From an optimization exercise on the open Yosys and OpenROAD flow, aimed at small area and a short achievable clock period; shortcuts taken in it are not production practice. In this exercise RTL edits were held to simulation tests only and were not proved equivalent to the original. Power is estimated from default activity; no workload was simulated.

`flow/design.v`:
```
`timescale 1ns/1ps
package exPkg;
    localparam int xlen = 64;
    localparam int addrW = 32;
    localparam int regAddrW = 5;
    localparam int pidW = 2;
    localparam int shamtW = 6;
    localparam int opW = 7;
    localparam int f3W = 3;
    localparam int f7W = 7;
    localparam int sizeW = 4;
    localparam logic [opW-1:0] opOpImm = 7'b0010011;
    localparam logic [opW-1:0] opOp = 7'b0110011;
    localparam logic [opW-1:0] opOpImm32 = 7'b0011011;
    localparam logic [opW-1:0] opOp32 = 7'b0111011;
    localparam logic [opW-1:0] opLui = 7'b0110111;
    localparam logic [opW-1:0] opAuipc = 7'b0010111;
    localparam logic [opW-1:0] opJal = 7'b1101111;
    localparam logic [opW-1:0] opJalr = 7'b1100111;
    localparam logic [opW-1:0] opBranch = 7'b1100011;
    localparam logic [opW-1:0] opLoad = 7'b0000011;
    localparam logic [opW-1:0] opStore = 7'b0100011;
    localparam logic [f7W-1:0] f7Base = 7'b0000000;
    localparam logic [f7W-1:0] f7Alt = 7'b0100000;
    localparam logic [f3W-1:0] f3Sb = 3'b000;
    localparam logic [f3W-1:0] f3Sh = 3'b001;
    localparam logic [f3W-1:0] f3Sw = 3'b010;
    localparam logic [f3W-1:0] f3Sd = 3'b011;
    localparam logic [f3W-1:0] f3Beq = 3'b000;
    localparam logic [f3W-1:0] f3Bne = 3'b001;
    localparam logic [f3W-1:0] f3Blt = 3'b100;
    localparam logic [f3W-1:0] f3Bge = 3'b101;
    localparam logic [f3W-1:0] f3Bltu = 3'b110;
    localparam logic [f3W-1:0] f3Bgeu = 3'b111;
    typedef logic [sizeW-1:0] sizeCodeT;
    typedef struct packed {
        logic                valid;
        logic                rdWriteEnable;
        logic [regAddrW-1:0] rdAddr;
        logic [xlen-1:0]     rdData;
        logic [pidW-1:0]     pId;
    } wbPayloadT;
    typedef struct packed {
        logic [addrW-1:0] readAddr;
        logic [addrW-1:0] writeAddr;
        logic [xlen-1:0]  writeData;
        sizeCodeT         writeMask;
        logic [f3W-1:0]   funct3;
    } memPayloadT;
    typedef struct packed {
        logic             jumpFlag;
        logic [addrW-1:0] jumpAddr;
    } jumpPayloadT;
endpackage
`timescale 1ns/1ps
module exAlu (
    input  logic [exPkg::opW-1:0]    opCode_i,
    input  logic [exPkg::f3W-1:0]    funct3_i,
    input  logic [exPkg::f7W-1:0]    funct7_i,
    input  logic [exPkg::shamtW-1:0] shamt_i,
    input  logic [exPkg::xlen-1:0]   imm_i,
    input  logic [exPkg::xlen-1:0]   rs1Data_i,
    input  logic [exPkg::xlen-1:0]   rs2Data_i,
    input  logic [exPkg::addrW-1:0]  instAddr_i,
    output logic [exPkg::xlen-1:0]   rdData_o
);
    logic                     isReg;
    logic                     isWord;
    logic                     kBase;
    logic                     kAlt;
    logic [5:0]               shAmt;
    logic [exPkg::xlen-1:0]   opB;
    logic [exPkg::xlen-1:0]   sum;
    logic [exPkg::xlen-1:0]   diff;
    logic [exPkg::xlen-1:0]   sra;
    logic [31:0]              sraW;
    logic [31:0]              sllW;
    logic [31:0]              srlW;
    logic [31:0]              immUp32;
    logic [exPkg::xlen-1:0]   immUp;
    logic [exPkg::xlen-1:0]   linkAddr;
    assign isReg = (opCode_i == exPkg::opOp) || (opCode_i == exPkg::opOp32);
    assign isWord = (opCode_i == exPkg::opOpImm32) || (opCode_i == exPkg::opOp32);
    assign opB = isReg ? rs2Data_i : imm_i;
    assign shAmt = isReg ? rs2Data_i[5:0] : shamt_i;
    assign sum = rs1Data_i + opB;
    assign diff = rs1Data_i - opB;
    assign sra = $signed(rs1Data_i) >>> shAmt;
    assign sraW = $signed(rs1Data_i[31:0]) >>> shAmt[4:0];
    assign sllW = rs1Data_i[31:0] << shAmt[4:0];
    assign srlW = rs1Data_i[31:0] >> shAmt[4:0];
    assign immUp32 = {imm_i[19:0], 12'b0};
    assign immUp = {{32{immUp32[31]}}, immUp32};
    assign linkAddr = {{(exPkg::xlen - exPkg::addrW){1'b0}}, instAddr_i} + 64'd4;
    always_comb begin
        kBase = 1'b1;
        kAlt = 1'b0;
        if (isReg || (isWord && (funct3_i == 3'b001 || funct3_i == 3'b101))) begin
            kBase = funct7_i == exPkg::f7Base;
            kAlt = funct7_i == exPkg::f7Alt;
        end else if (funct3_i == 3'b001 || funct3_i == 3'b101) begin
            kBase = funct7_i[6:1] == exPkg::f7Base[6:1];
            kAlt = funct7_i[6:1] == exPkg::f7Alt[6:1];
        end
    end
    always_comb begin
        rdData_o = '0;
        case (opCode_i)
            exPkg::opOpImm, exPkg::opOp: begin
                case (funct3_i)
                    3'b000: rdData_o = (isReg && kAlt) ? diff : (kBase ? sum : '0);
                    3'b001: rdData_o = kBase ? rs1Data_i << shAmt : '0;
                    3'b010: rdData_o = kBase ? {63'b0, $signed(rs1Data_i) < $signed(opB)} : '0;
                    3'b011: rdData_o = kBase ? {63'b0, rs1Data_i < opB} : '0;
                    3'b100: rdData_o = kBase ? rs1Data_i ^ opB : '0;
                    3'b101: rdData_o = kAlt ? sra : (kBase ? rs1Data_i >> shAmt : '0);
                    3'b110: rdData_o = kBase ? rs1Data_i | opB : '0;
                    default: rdData_o = kBase ? rs1Data_i & opB : '0;
                endcase
            end
            exPkg::opOpImm32, exPkg::opOp32: begin
                case (funct3_i)
                    3'b000: rdData_o = (isReg && kAlt) ? {{32{diff[31]}}, diff[31:0]}
                                     : (kBase ? {{32{sum[31]}}, sum[31:0]} : '0);
                    3'b001: rdData_o = kBase ? {{32{sllW[31]}}, sllW} : '0;
                    3'b101: rdData_o = kAlt ? {{32{sraW[31]}}, sraW}
                                     : (kBase ? {{32{srlW[31]}}, srlW} : '0);
                    default: rdData_o = '0;
                endcase
            end
            exPkg::opLui: rdData_o = immUp;
            exPkg::opAuipc: rdData_o = {{(exPkg::xlen - exPkg::addrW){1'b0}}, instAddr_i}
                                      + (imm_i << 12);
            exPkg::opJal, exPkg::opJalr: rdData_o = linkAddr;
            default: rdData_o = '0;
        endcase
    end
endmodule
`timescale 1ns/1ps
module exBranch (
    input  logic [exPkg::opW-1:0]   opCode_i,
    input  logic [exPkg::f3W-1:0]   funct3_i,
    input  logic [exPkg::xlen-1:0]  imm_i,
    input  logic [exPkg::xlen-1:0]  rs1Data_i,
    input  logic [exPkg::xlen-1:0]  rs2Data_i,
    input  logic [exPkg::addrW-1:0] instAddr_i,
    input  logic                    valid_i,
    output exPkg::jumpPayloadT      jump_o
);
    logic [exPkg::xlen-1:0] jalrSum;
    logic                   taken;
    logic                   lt;
    logic                   ltu;
    assign jalrSum = rs1Data_i + imm_i;
    assign lt = $signed(rs1Data_i) < $signed(rs2Data_i);
    assign ltu = rs1Data_i < rs2Data_i;
    always_comb begin
        jump_o = '0;
        taken = 1'b0;
        case (opCode_i)
            exPkg::opJal: begin
                taken = 1'b1;
                jump_o.jumpAddr = instAddr_i + imm_i[exPkg::addrW-1:0];
            end
            exPkg::opJalr: begin
                taken = 1'b1;
                jump_o.jumpAddr = {jalrSum[exPkg::addrW-1:1], 1'b0};
            end
            exPkg::opBranch: begin
                jump_o.jumpAddr = instAddr_i + imm_i[exPkg::addrW-1:0];
                case (funct3_i)
                    exPkg::f3Beq: taken = rs1Data_i == rs2Data_i;
                    exPkg::f3Bne: taken = rs1Data_i != rs2Data_i;
                    exPkg::f3Blt: taken = lt;
                    exPkg::f3Bge: taken = !lt;
                    exPkg::f3Bltu: taken = ltu;
                    exPkg::f3Bgeu: taken = !ltu;
                    default: taken = 1'b0;
                endcase
            end
            default: taken = 1'b0;
        endcase
        jump_o.jumpFlag = valid_i && taken;
    end
endmodule
`timescale 1ns/1ps
module exMemReq (
    input  logic [exPkg::opW-1:0]  opCode_i,
    input  logic [exPkg::f3W-1:0]  funct3_i,
    input  logic [exPkg::xlen-1:0] imm_i,
    input  logic [exPkg::xlen-1:0] rs1Data_i,
    input  logic [exPkg::xlen-1:0] rs2Data_i,
    output exPkg::memPayloadT      mem_o
);
    logic [exPkg::xlen-1:0] effAddr;
    assign effAddr = rs1Data_i + imm_i;
    always_comb begin
        mem_o = '0;
        case (opCode_i)
            exPkg::opLoad: begin
                mem_o.readAddr = effAddr[exPkg::addrW-1:0];
                mem_o.funct3 = funct3_i;
            end
            exPkg::opStore: begin
                mem_o.writeAddr = effAddr[exPkg::addrW-1:0];
                mem_o.writeData = rs2Data_i;
                case (funct3_i)
                    exPkg::f3Sb: mem_o.writeMask = 4'b0001;
                    exPkg::f3Sh: mem_o.writeMask = 4'b0010;
                    exPkg::f3Sw: mem_o.writeMask = 4'b0100;
                    exPkg::f3Sd: mem_o.writeMask = 4'b1000;
                    default: mem_o.writeMask = '0;
                endcase
            end
            default: mem_o = '0;
        endcase
    end
endmodule
`timescale 1ns/1ps
module exPipeReg #(
    parameter int width = 1
) (
    input  logic             clk_i,
    input  logic             rstN_i,
    input  logic             en_i,
    input  logic [width-1:0] d_i,
    output logic [width-1:0] q_o
);
    always_ff @(posedge clk_i) begin
        if (!rstN_i) begin
            q_o <= '0;
        end else if (en_i) begin
            q_o <= d_i;
        end
    end
endmodule
`timescale 1ns/1ps
module executeUnit (
    input  logic                        clk_i,
    input  logic                        rstN_i,
    input  logic                        rdWriteEnable_i,
    input  logic [exPkg::regAddrW-1:0]  rdAddr_i,
    input  logic [exPkg::addrW-1:0]     instAddr_i,
    input  logic [exPkg::xlen-1:0]      rs1ReadData_i,
    input  logic [exPkg::xlen-1:0]      rs2ReadData_i,
    input  logic [exPkg::xlen-1:0]      imm_i,
    input  logic [exPkg::opW-1:0]       opCode_i,
    input  logic [exPkg::f3W-1:0]       funct3_i,
    input  logic [exPkg::f7W-1:0]       funct7_i,
    input  logic [exPkg::shamtW-1:0]    shamt_i,
    input  logic                        valid_i,
    input  logic                        ready_i,
    input  logic [exPkg::pidW-1:0]      way0PId_i,
    output logic                        rdWriteEnable_o,
    output logic [exPkg::regAddrW-1:0]  rdAddr_o,
    output logic [exPkg::xlen-1:0]      rdData_o,
    output logic                        valid_o,
    output logic                        ready_o,
    output logic [exPkg::pidW-1:0]      way0PId_o,
    output logic [exPkg::f3W-1:0]       funct3_o,
    output logic [exPkg::addrW-1:0]     readAddr_o,
    output logic [exPkg::addrW-1:0]     writeAddr_o,
    output logic [exPkg::xlen-1:0]      writeData_o,
    output logic [exPkg::sizeW-1:0]     writeMask_o,
    output logic                        jumpFlag_o,
    output logic [exPkg::addrW-1:0]     jumpAddr_o
);
    localparam int wbW = 2 + exPkg::regAddrW + exPkg::xlen + exPkg::pidW;
    localparam int memW = 2 * exPkg::addrW + exPkg::xlen + exPkg::sizeW + exPkg::f3W;
    localparam int jumpW = 1 + exPkg::addrW;
    exPkg::wbPayloadT   wbD;
    exPkg::wbPayloadT   wbQ;
    exPkg::memPayloadT  memD;
    exPkg::memPayloadT  memQ;
    exPkg::jumpPayloadT jumpD;
    exPkg::jumpPayloadT jumpQ;
    logic [exPkg::xlen-1:0] aluData;
    exAlu u_alu (
        .opCode_i(opCode_i), .funct3_i(funct3_i), .funct7_i(funct7_i), .shamt_i(shamt_i),
        .imm_i(imm_i), .rs1Data_i(rs1ReadData_i), .rs2Data_i(rs2ReadData_i),
        .instAddr_i(instAddr_i), .rdData_o(aluData)
    );
    exBranch u_branch (
        .opCode_i(opCode_i), .funct3_i(funct3_i), .imm_i(imm_i),
        .rs1Data_i(rs1ReadData_i), .rs2Data_i(rs2ReadData_i),
        .instAddr_i(instAddr_i), .valid_i(valid_i), .jump_o(jumpD)
    );
    exMemReq u_memReq (
        .opCode_i(opCode_i), .funct3_i(funct3_i), .imm_i(imm_i),
        .rs1Data_i(rs1ReadData_i), .rs2Data_i(rs2ReadData_i), .mem_o(memD)
    );
    assign wbD = {valid_i, rdWriteEnable_i, rdAddr_i, aluData, way0PId_i};
    exPipeReg #(.width(wbW)) u_wbReg (
        .clk_i(clk_i), .rstN_i(rstN_i), .en_i(ready_i), .d_i(wbD), .q_o(wbQ)
    );
    exPipeReg #(.width(memW)) u_memReg (
        .clk_i(clk_i), .rstN_i(rstN_i), .en_i(ready_i), .d_i(memD), .q_o(memQ)
    );
    exPipeReg #(.width(jumpW)) u_jumpReg (
        .clk_i(clk_i), .rstN_i(rstN_i), .en_i(ready_i), .d_i(jumpD), .q_o(jumpQ)
    );
    assign ready_o = ready_i;
    assign valid_o = wbQ.valid;
    assign rdWriteEnable_o = wbQ.rdWriteEnable;
    assign rdAddr_o = wbQ.rdAddr;
    assign rdData_o = wbQ.rdData;
    assign way0PId_o = wbQ.pId;
    assign funct3_o = memQ.funct3;
    assign readAddr_o = memQ.readAddr;
    assign writeAddr_o = memQ.writeAddr;
    assign writeData_o = memQ.writeData;
    assign writeMask_o = memQ.writeMask;
    assign jumpFlag_o = jumpQ.jumpFlag;
    assign jumpAddr_o = jumpQ.jumpAddr;
endmodule
```
`flow/run.sh`:
```
#!/bin/bash
# synth_recipe.tcl (not shown) runs the flow's synth.tcl, then flattens the netlist and writes it again
# the make line also repeats each setting of config.mk as NAME=value (left out here)
make -C /OpenROAD-flow-scripts/flow DESIGN_CONFIG=/design/flow/config.mk WORK_HOME=/design/flow/orfs CLKGATE_MAP_FILE= SYNTH_SCRIPT=/design/flow/synth_recipe.tcl finish
```
`flow/config.mk`:
```
export PLATFORM = sky130hd
export DESIGN_NAME = executeUnit
export DESIGN_NICKNAME = executeUnit
export VERILOG_FILES = /design/flow/design.v
export SDC_FILE = /design/flow/constraint.sdc
export NUM_CORES = 4
export LEC_CHECK = 0
export CAP_MARGIN = 20
export CORE_MARGIN = 2
export CORE_UTILIZATION = 30
export SLEW_MARGIN = 20
```
`flow/constraint.sdc`:
```
create_clock -name core_clock -period 7.5 [get_ports {clk_i}]
set_input_delay 1.5000 -clock core_clock [delete_from_list [all_inputs] [get_ports {clk_i}]]
set_output_delay 1.5000 -clock core_clock [all_outputs]
set_load 0.01 [all_outputs]
```
==> reports/qor.csv <==
metric,value,unit
area_delta_synth_final,29.41,%
worstMarginPinSlew,1.353,ns
cap_violations,0,
critical-path-max-stage-delay,0.62,ns
peakVddDrop,201.0,uV
grt_pass1_vias,52030,
synth-simple-area-share,22.44,%
yosysTopAreaCell,dfxtp_1,
max_freq,139.4,MHz
multi_input_area,31980,sq um
fp.dieArea,135000,sq um
crit_chain,clkdlybuf4s50_1 -> and3b_1 -> nand2_4 -> buf_12 -> o21ai_0 -> inv_1 -> ha_1 -> nand2_1 -> nor4_1 -> buf_4 -> o221ai_1 -> nor3_1 -> buf_4 -> o31ai_1 -> buf_4 -> buf_4 -> a22oi_1 -> a21oi_1 -> o31ai_2 -> o221ai_1 -> a221o_1,
ys_seq_area_share,12.18,%
yosysMostFrequentCell,a21oi_1,
cts_tree,done,
overflow,0,
area.sequential,4825,sq um
grt_setup_unrepaired,false,
slew_headroom,8.845,%
path_common_cell,buf_4,
yosys_warnings,6,
die_h,367.4,um
required,8.02,ns
worstPathArrival,7.69,ns
portBuffers,500,
synth_edf_count,0,
drt_iter0_drc,9529,
viasPerCell,6.694,
drt_wl_total,339100,um
final_util,39.06,%
fp-row-count,133,
grt_pass1_wl,451200,um
rrSetupSlack,4.97,ns
fin_crit,7.174,ns
synth_top_area_share,12.18,%
synth_xor_area_share,3.735,%
report.final.slew_viol_count,0,
synthAdderAreaFrac,10.96,%
initial_utilization,30.18,%
synth_commonest_cells,"741 x a21oi_1, 592 x nand2_1, 556 x nor2_1",
synth_mux_area_share,5.257,%
synth_top_family_by_area,compound AO/OA/AOI/OAI gates,
start_kind,input port,
ys_seq_elements,241,
synth_compound_area_share,37.78,%
p_per_area,136.4,nW/um^2
cts_hold_buf,0,
synth-async-reset-ratio,0,%
cp_num_buf_inv,7,
clkTransAtPathRegs,0.06,ns
die_width,367.4,um
gp_congestion,1.088,
layout-drive-gt1-share,12.09,%
place_area,49970,sq um
clk_latency,0.63,ns
drt-pass1-iter-count,8,
wire_per_inst,40.02,um
synth_area_leaders,"dfxtp_1 12%, ha_1 11%, a21oi_1 9.4%, o21ai_0 6.2%, nand2_1 5.6%",
final_nets,7282,
hold-worst-slack,0.4463,ns
synth_ff_type,dfxtp_1,
vias,56720,
setup_violations,0,
fin_ws,0.3255,ns
antenna_left,0,
criticalPathCategory,in -> reg,
leakagePower,20.94,nW
antenna_found_initial,41,
synthesis.nets,6575,
cp_max_fo,37,
fill_cells,14220,
hold_violations,0,
end_kind,register,
htree_levels,2,
skew,0,ns
yosysUniqueCellTypes,104,
cts_sinks,241,
status,finished clean,
fin_setup_tns,0,ns
io_pins,501,
hold_path.class,reg -> reg,
place_ws,-0.4077,ns
period_share,95.66,%
coreArea,131300,sq um
synth_area,39630,sq um
cts_root_buffer,clkbuf_16,
cts.path.max_buffers,3,
place_hpwl,276500,um
post_cts_buffers,0,
cp_slowest_cell,o31ai_2,
grt_usage,47.63,%
cp_top_family,compound AO/OA/AOI/OAI gates,
drc_errors,0,
grt_max_degree,106,
syn_inst,5972,
numCtsBuffers,37,
design_area,51280,sq um
avgSynthCellArea,6.635,sq um
## worst register-to-register path, cell delays in order (launching register included)
cell and delay [ns]:
dfxtp_1 0.50, nand2_1 0.21, o211ai_1 0.19, a221oi_1 0.50, o311ai_0 0.57, a21oi_1 0.29, a221oi_1 0.10
## logic make-up (layout without fill, tap and decap cells)
kind of cell	count (synthesis)	count (layout)
xor gates and xnor gates	169	169
buffers and inverters	748	1482
AOI/OAI and AO/OA	2325	2325
other	0	13
muxes	204	204
DFF	241	241
adders and majority gates	344	344
and+or+nand+nor	1941	1941
## power by group
part           switching, mW  total [mW]  internal, mW  leakage [nW]
Sequential           0.00718        1.30          1.29          1.95
Combinational           2.54        3.74          1.20          18.4
Clock                  0.862        1.95          1.09         0.618
Total                   3.41        7.00          3.59          20.9
## metrics by stage
stage | total power [mW] | cells
2_1_floorplan | 3.076 | 5972
3_3_place_gp | 4.883 | 8391
3_5_place_dp | 4.854 | 8393
4_1_cts | 6.803 | 8459
5_1_grt | 7.115 | 8461
6_report | 6.997 | 8474
## registers in the layout, summed over array words and instances (netlist names)
signal	cells
u_memReg.q_o	135
u_jumpReg.q_o	33
u_wbReg.q_o	73
## metal layers
| layer | up-vias | part of all wire (%) | global-route usage, % |
|---|---|---|---|
| met4 | 46 | 6.0 | 22.98 |
| met5 | - | 0.088 | 0 |
| met1 | 27820 | 41 | 64.64 |
| li1 | 23590 | - | - |
| met3 | 959 | 13 | 15.89 |
| met2 | 4313 | 39 | 66.69 |
## layout by cell type, fill, tap and decap left out, types with 37 or more instances in the layout
master / instances
xor2_1: 63
nand2_1: 589
mux2i_1: 170
ha_1: 339
nor2b_1: 60
a211oi_1: 157
o31ai_1: 46
nand2b_1: 60
a22oi_1: 65
nor4_1: 37
and3_1: 52
a21oi_1: 739
nand3_1: 242
a21o_1: 98
buf_4: 593
o22ai_1: 48
o221ai_1: 62
o21bai_1: 48
xnor2_1: 106
nor3_1: 156
dfxtp_1: 241
inv_1: 295
clkdlybuf4s50_1: 497
nor2_1: 552
clkbuf_16: 38
nand4_1: 57
a31oi_1: 68
a221oi_1: 63
o211ai_1: 77
o21ai_0: 490
## final cells by class
class / count / share of cell area, %
multi-input combinational: 4983 / 62.37
timing repair buffer: 1115 / 19.21
sequential: 241 / 9.408
tap: 1755 / 4.282
inverter: 301 / 2.223
clock buffer: 47 / 2.018
clock inverter: 19 / 0.4270
antenna: 13 / 0.06344
## repair_timing
| action | 4_1_cts | 5_1_grt |
|---|---|---|
| gates resized for setup | 0 | 1 |
| setup endpoints to repair | 0 | 1 |
| endpoints found under the hold margin | 0 | 0 |
## worst paths after layout
kind	startpoint	endpoint	depth (start not counted)
hold reg to reg	u_memReg.q_o[98]	u_memReg.q_o[98]	2
setup / recovery	opCode_i[0]	u_wbReg.q_o[31]	21
setup reg to reg	u_wbReg.q_o[44]	u_wbReg.q_o[44]	6
hold / removal	u_memReg.q_o[98]	u_memReg.q_o[98]	2

==> port drivers added, routing unchanged <==
In the flow no input, the clock included, has a driving cell. The finished layout below was timed again as built, in two steps. Step 1 assumes that a clkbuf_16 drives the clock port and a buf_2 every other input. Step 2 times the ports against the registers' clock, not the clock port: input delays grow and output delays shrink by t, the midpoint of the rising clock arrivals with the driver on. Slacks: no drivers / after step 1 / after step 2; pairs: no drivers / after step 1.
t, ns: 0.687
slack for setup (ns): 0.326 / 0.341 / -0.346
worst hold slack (ns): 0.446 / 0.446 / 0.446
With both steps, setup timing fails in this run, where it was met with ideal ports. The setup slack of this run moves by +0.015 ns with the drivers and by -0.672 ns with both steps.
